This is an optimization exercise on Yosys and OpenROAD, whose aim is small area and a short achievable clock period, not a production implementation. Only the layout flow was run in this run; the RTL was not checked for function there.

$ cat flow/config.mk
export PLATFORM = sky130hd
export DESIGN_NAME = sgbm_bt_cost_top
export DESIGN_NICKNAME = sgbm_bt_cost_top
export VERILOG_FILES = /design/flow/design.v
export SDC_FILE = /design/flow/constraint.sdc
export NUM_CORES = 4
export LEC_CHECK = 0
export CAP_MARGIN = 20
export CORE_MARGIN = 2
export CORE_UTILIZATION = 40
export SLEW_MARGIN = 20
$ cat flow/constraint.sdc
create_clock -name core_clock -period 8.0 [get_ports {clk}]
set_input_delay 1.6000 -clock core_clock [delete_from_list [all_inputs] [get_ports {clk}]]
set_output_delay 1.6000 -clock core_clock [all_outputs]
set_load 0.01 [all_outputs]
$ cat flow/design.v
package sgbm_cost_pkg;
    localparam int NUM_DISP   = 8;
    localparam int MAX_WIDTH  = 256;
    localparam int COL_BITS   = 8;
    localparam int BORDER_VAL = 63;
    localparam int GRAD_MAX   = 126;
    localparam int PIX_SHIFT  = 2;
    localparam int PIPE_LAT   = 6;
    localparam int COL_W    = 24;
    localparam int PIX_BT_W = 24;
    localparam int GRAD_BT_W = 21;
    localparam int SAMPLE_W = 45;
endpackage
`timescale 1ns/10ps
module sgbm_bt_cost_top (
    input  logic        clk,
    input  logic        rst,
    input  logic        i_row_start,
    input  logic [7:0]  i_width,
    input  logic [23:0] i_left,
    input  logic [23:0] i_right,
    output logic [63:0] o_cost,
    output logic        o_valid,
    output logic        o_row_done
);
    logic              run;
    logic signed [8:0] rem;
    logic [3:0]        u;
    logic              b_pix;    
    logic              b_grad;   
    always_ff @(posedge clk) begin
        if (rst) begin
            run     <= 1'b0;
            o_valid <= 1'b0;
        end else begin
            if (!run) begin
                run <= i_row_start;
            end else if (rem == -9'sd5) begin
                run <= 1'b0;
            end
            o_valid <= run && (u >= 4'd12) && (rem >= -9'sd4);
        end
    end
    always_ff @(posedge clk) begin
        if (!run) begin
            rem <= $signed({1'b0, i_width});
            u   <= '0;
        end else begin
            rem <= rem - 9'sd1;
            if (u != 4'd15) u <= u + 4'd1;
        end
    end
    assign o_row_done = !run;
    assign b_pix  = !run || (u == 4'd0) || (rem <= 9'sd1);
    assign b_grad = (u <= 4'd2) || (rem <= -9'sd1);
    logic [9:0] ls1, ls2, ls3, rs1, rs2, rs3;
    logic [7:0] lp [0:4];
    logic [7:0] rp [0:10];
    logic [6:0] lg [0:2];
    logic [6:0] rg [0:8];
    function automatic logic [9:0] col_sum(input logic [23:0] c);
        col_sum = {2'b0, c[23:16]} + {1'b0, c[15:8], 1'b0} + {2'b0, c[7:0]};
    endfunction
    function automatic logic [6:0] grad_of(input logic [9:0] s_next, input logic [9:0] s_prev);
        logic signed [11:0] g;
        g = $signed({2'b0, s_next}) - $signed({2'b0, s_prev}) + 12'sd63;
        if (g < 0)              grad_of = 7'd0;
        else if (g > 12'sd126)  grad_of = 7'd126;
        else                    grad_of = g[6:0];
    endfunction
    always_ff @(posedge clk) begin
        ls1 <= col_sum(i_left);
        rs1 <= col_sum(i_right);
        ls2 <= ls1; ls3 <= ls2;
        rs2 <= rs1; rs3 <= rs2;
        lp[0] <= b_pix ? 8'd63 : i_left[15:8];
        rp[0] <= b_pix ? 8'd63 : i_right[15:8];
        for (int k = 1; k < 5; k++)  lp[k] <= lp[k-1];
        for (int k = 1; k < 11; k++) rp[k] <= rp[k-1];
        lg[0] <= b_grad ? 7'd63 : grad_of(ls1, ls3);
        rg[0] <= b_grad ? 7'd63 : grad_of(rs1, rs3);
        for (int k = 1; k < 3; k++) lg[k] <= lg[k-1];
        for (int k = 1; k < 9; k++) rg[k] <= rg[k-1];
    end
    function automatic logic [26:0] up_dn(input logic [7:0] pl, input logic [7:0] pc,
                                          input logic [7:0] pr, input logic [6:0] gl,
                                          input logic [6:0] gc, input logic [6:0] gr);
        logic [7:0] pmax, pmin;
        logic [6:0] gmax, gmin;
        logic [7:0] pu, pd;
        logic [6:0] gu, gd;
        pmax = (pl > pr) ? pl : pr;
        pmin = (pl < pr) ? pl : pr;
        gmax = (gl > gr) ? gl : gr;
        gmin = (gl < gr) ? gl : gr;
        pu = (pmax > pc) ? pmax - pc : 8'd0;
        pd = (pmin < pc) ? pc - pmin : 8'd0;
        gu = (gmax > gc) ? gmax - gc : 7'd0;
        gd = (gmin < gc) ? gc - gmin : 7'd0;
        up_dn = {pu[7:1], 8'({1'b0, pd} + 9'd1 >> 1), gu[6:1], 6'({1'b0, gd} + 8'd1 >> 1)};
    endfunction
    logic [26:0] ud_l;
    logic [26:0] ud_r [0:7];
    logic [7:0]  dp_abs [0:7];
    logic        dp_neg [0:7];
    logic [6:0]  dg_abs [0:7];
    logic        dg_neg [0:7];
    always_ff @(posedge clk) begin
        ud_l    <= up_dn(lp[4], lp[3], lp[2], lg[2], lg[1], lg[0]);
        ud_r[0] <= up_dn(rp[4], rp[3], rp[2], rg[2], rg[1], rg[0]);
        for (int k = 1; k < 8; k++) ud_r[k] <= ud_r[k-1];
        for (int d = 0; d < 8; d++) begin
            dp_neg[d] <= lp[3] < rp[3+d];
            dp_abs[d] <= (lp[3] < rp[3+d]) ? rp[3+d] - lp[3] : lp[3] - rp[3+d];
            dg_neg[d] <= lg[1] < rg[1+d];
            dg_abs[d] <= (lg[1] < rg[1+d]) ? rg[1+d] - lg[1] : lg[1] - rg[1+d];
        end
    end
    function automatic logic [7:0] bt_cost(input logic neg_p, input logic [7:0] ad_p,
                                           input logic neg_g, input logic [6:0] ad_g,
                                           input logic [26:0] l, input logic [26:0] r);
        logic [7:0] mp, lsel_p, rsel_p;
        logic [5:0] mg, lsel_g, rsel_g;
        logic signed [9:0] cp;
        logic signed [8:0] cg;
        logic [5:0] cp_q;
        logic [6:0] cg_q;
        rsel_p = neg_p ? r[19:12] : {1'b0, r[26:20]};
        lsel_p = neg_p ? {1'b0, l[26:20]} : l[19:12];
        mp     = (rsel_p > lsel_p) ? rsel_p : lsel_p;
        cp     = $signed({2'b0, ad_p}) - $signed({2'b0, mp});
        cp_q   = (cp < 0) ? 6'd0 : cp[7:2];
        rsel_g = neg_g ? r[5:0] : r[11:6];
        lsel_g = neg_g ? l[11:6] : l[5:0];
        mg     = (rsel_g > lsel_g) ? rsel_g : lsel_g;
        cg     = $signed({2'b0, ad_g}) - $signed({3'b0, mg});
        cg_q   = (cg < 0) ? 7'd0 : cg[6:0];
        bt_cost = {2'b0, cp_q} + {1'b0, cg_q};
    endfunction
    always_ff @(posedge clk) begin
        for (int d = 0; d < 8; d++) begin
            o_cost[8*d +: 8] <= bt_cost(dp_neg[d], dp_abs[d], dg_neg[d], dg_abs[d], ud_l, ud_r[d]);
        end
    end
endmodule
$ cat flow/run.sh
#!/bin/bash
# synth_recipe.tcl (not shown) runs the flow's synth.tcl, then flattens the netlist and writes it again
# the make line also repeats each setting of config.mk as NAME=value (left out here)
make -C /OpenROAD-flow-scripts/flow DESIGN_CONFIG=/design/flow/config.mk WORK_HOME=/design/flow/orfs CLKGATE_MAP_FILE= SYNTH_SCRIPT=/design/flow/synth_recipe.tcl finish
==> impl_metrics.toml <==
[sta]
final.min_clock_period_ns = 6.23
slew_violations = 0
fin_tns_setup_ns = 0
timing.hold.ws_ns = 0.324
fmax_ghz = 0.160
rsz0062_at_grt = "no"
hold_viol = 0
setup_viol = 0
timing.final.crit_share = 0.779
skew_ns = 0.0277
slew_headroom = 0.281
tightest_slew_ns = 1.07

[cts]
path_clk_slew_ns = 0.07
hold_buffers = 0
cts_buffer_depth = 3
post_cts_buffers = 0
cts_tree = "yes"
htreeDepth = 3
clock_latency_ns = 0.65
cts_resized = 0
cts_buffers = 81
cts.sinks = 730
cts-root-buf = "clkbuf_16"

[layout]
n_antenna_cell = 0
final_area_sq_mm = 0.0495
drive_gt1_frac = 0.0833
fill_cells = 10400
stdcell_count = 6180
nNetsFinal = 5454
synthToLayoutAreaGrowth_pct = 13.2

[run]
cap_violations = 0

[floorplanning]
die_area_sq_mm = 0.112
die_height_microns = 335
die_w_microns = 335
io-pin-count = 125
rows = 121
core_sq_mm = 0.109
start_util = 0.403

[placement]
placed_cell_area_sq_mm = 0.0467
gp_congestion = 0.869
hpwl_mm = 88.8
port_buffers = 124
place_inst = 6028

[yosys]
synth_nets = 5297
synthCells = 4541
synth_area_sq_mm = 0.0438
yosysWarningCount = 10
ys_ff_latch = 730
synth_cell_type_count = 91
synthArstFlopShare = 0
ys_seq_area_frac = 0.334
postSynthAreaPerCell_sq_um = 9.64
synth_edf_count = 0
synth_top_flop_cell = "dfxtp_1"

[setup_path]
required_ns = 8.54
cp.arrival_ns = 6.77
crit_start = "dg_neg[3]"
regToRegStartpoint = "dg_neg[3]"
critPathMaxFanout = 12
regToRegSetupSlack_ns = 1.77
cp-end-kind = "flop"
cp-start-kind = "flop"
worstSetupPathType = "flop to flop"

[drt]
wire_per_inst_microns = 17.8
wl_met2_mm = 49.3
drt_wl_total_mm = 110
vias_per_cell = 5.21
drtIter0Drc = 1805
dr.pass1.iters = 6
dr_wl_met3_mm = 4.57
drc = 0
dr.max_layer_used = "met4"
postRouteAntennaNets = 0
wl_met1_mm = 53.0
vias = 32200

[global_route]
antenna_found_initial = 4
grt_usage = 0.195
grt_max_degree = 20
globalRouteOverflowTotal = 0
grt_pass1_vias = 32400
grt_pass1_wl_mm = 174

[min_path]
hp-class = "flop to flop"
min_from = "lp[0][4]"

[outcome]
outcome = "timing/DRC/antenna clean"
[cell usage in the layout, fill, tap and decap left out, drive strengths merged, types with 32 or more instances in the layout]
cell type,count
a31oi,49
clkbuf,99
a21o,87
and2,42
ha,623
mux2i,262
a21oi,219
fa,74
o21a,65
o21ai,294
a21boi,44
nor3,96
nand2b,49
nand3,42
xnor2,169
inv,465
nor2b,121
clkdlybuf4s50,124
nand4,32
nand2,154
mux2,167
nor2,240
dfxtp,730
xor2,75
[state kept, by name, indices dropped and copies added, names as in the netlist, 9 cells and up]
name	cells
ud_r	216
rp	88
dp_abs	64
o_cost	64
rg	63
dg_abs	56
lp	40
ud_l	27
lg	21
ls1	10
ls2	10
ls3	10
rs1	10
rs2	10
rs3	10
rem	9
[worst max-delay path, cell delays in order (launching register included)]
cell	delay (ns)
dfxtp_1	0.68
mux2i_1	0.34
inv_1	0.07
ha_1	0.28
nor2b_1	0.13
o21a_1	0.12
o21a_1	0.10
o21ai_0	0.07
nand2b_1	0.08
a21oi_1	0.06
a31oi_1	0.75
mux2_2	0.42
ha_1	0.26
nor2b_1	0.13
o21ai_0	0.16
nand2b_1	0.10
a21o_1	0.19
a21o_1	0.20
a21boi_0	0.44
nor2_1	0.13
ha_1	0.23
fa_1	0.40
a21o_1	0.17
a21oi_1	0.22
nor2b_1	0.07
o21ai_0	0.14
nand2_1	0.08
xnor2_1	0.11
[Yosys cell counts (all sizes together) (32+ instances only)]
master / n / area share
a31oi: 49 / 0.0070
nor3: 96 / 0.011
fa: 74 / 0.034
xor2: 75 / 0.015
o21a: 65 / 0.011
nor2: 240 / 0.021
a21boi: 44 / 0.0078
and2: 42 / 0.0060
nand3: 42 / 0.0048
nand2b: 49 / 0.0072
a21oi: 219 / 0.025
clkbuf: 45 / 0.0039
o21ai: 294 / 0.034
buf: 36 / 0.0038
dfxtp: 730 / 0.33
nor2b: 121 / 0.017
nand2: 154 / 0.013
ha: 623 / 0.18
mux2i: 262 / 0.061
nand4: 32 / 0.0046
mux2: 167 / 0.043
a21o: 87 / 0.015
inv: 458 / 0.039
xnor2: 169 / 0.034
[final timing paths]
kind                                    to  cells after the start
worst max-delay path            o_cost[30]                     27
worst max register to register  o_cost[30]                     27
worst min-delay path              lp[1][4]                      0
worst min register to register    lp[1][4]                      0
[layout make-up]
class / instances / area [sq um] / area share
multi-input combinational: 3271 / 27100 / 0.547
sequential: 730 / 14600 / 0.295
clock buffer: 99 / 2180 / 0.0441
tap: 1414 / 1770 / 0.0357
inverter: 459 / 1720 / 0.0348
timing repair buffer: 155 / 1470 / 0.0297
clock inverter: 52 / 663 / 0.0134
[per-layer routing]
metal  track usage  up-vias
met5             0        -
met4        0.0606        0
met3        0.0265      181
met2         0.323      607
met1         0.263    15100
li1              -    16300
[cell families (layout without fill, tap and decap cells)]
group	count (synthesis)	after routing	synth area share
AO/OA/AOI/OAI	969	969	0.143
AND/OR/NAND/NOR	932	932	0.112
flip-flops	730	730	0.334
adder cells (fa/ha/maj)	697	697	0.212
buffers and inverters	540	765	0.0471
multiplexers	429	429	0.103
XOR/XNOR	244	244	0.0488
[stage by stage]
stage                util  setup slack [ns]
floorplan               -              2.24
CTS                 0.456              1.67
finish              0.456              1.77
detailed placement  0.429              1.70
global placement    0.429              1.72
global route        0.456              1.06

[static timing again, ports no longer ideal]
No port has a modelled driver above. Below, the same layout with a new extraction and two added sets of constraints.
Step 1 assumes that a clkbuf_16 drives the clock port and a buf_2 every other input.
Step 2 moves the port delays by t, midway between the first and last clock arrival at a register: inputs arrive t later, outputs are due t later. That takes back most of the time a late clock gives input paths.
Three values: ideal ports, drivers, drivers and shift; two values: the first two.
t (ns): 0.706
slack for setup (ns): 1.766 / 1.766 / 1.766
worst slew at a driven data input, ns: 0.05
After both steps this run still meets setup and hold. For this run, drivers alone change the setup slack by 0.000 ns; drivers and shift together by 0.000 ns.
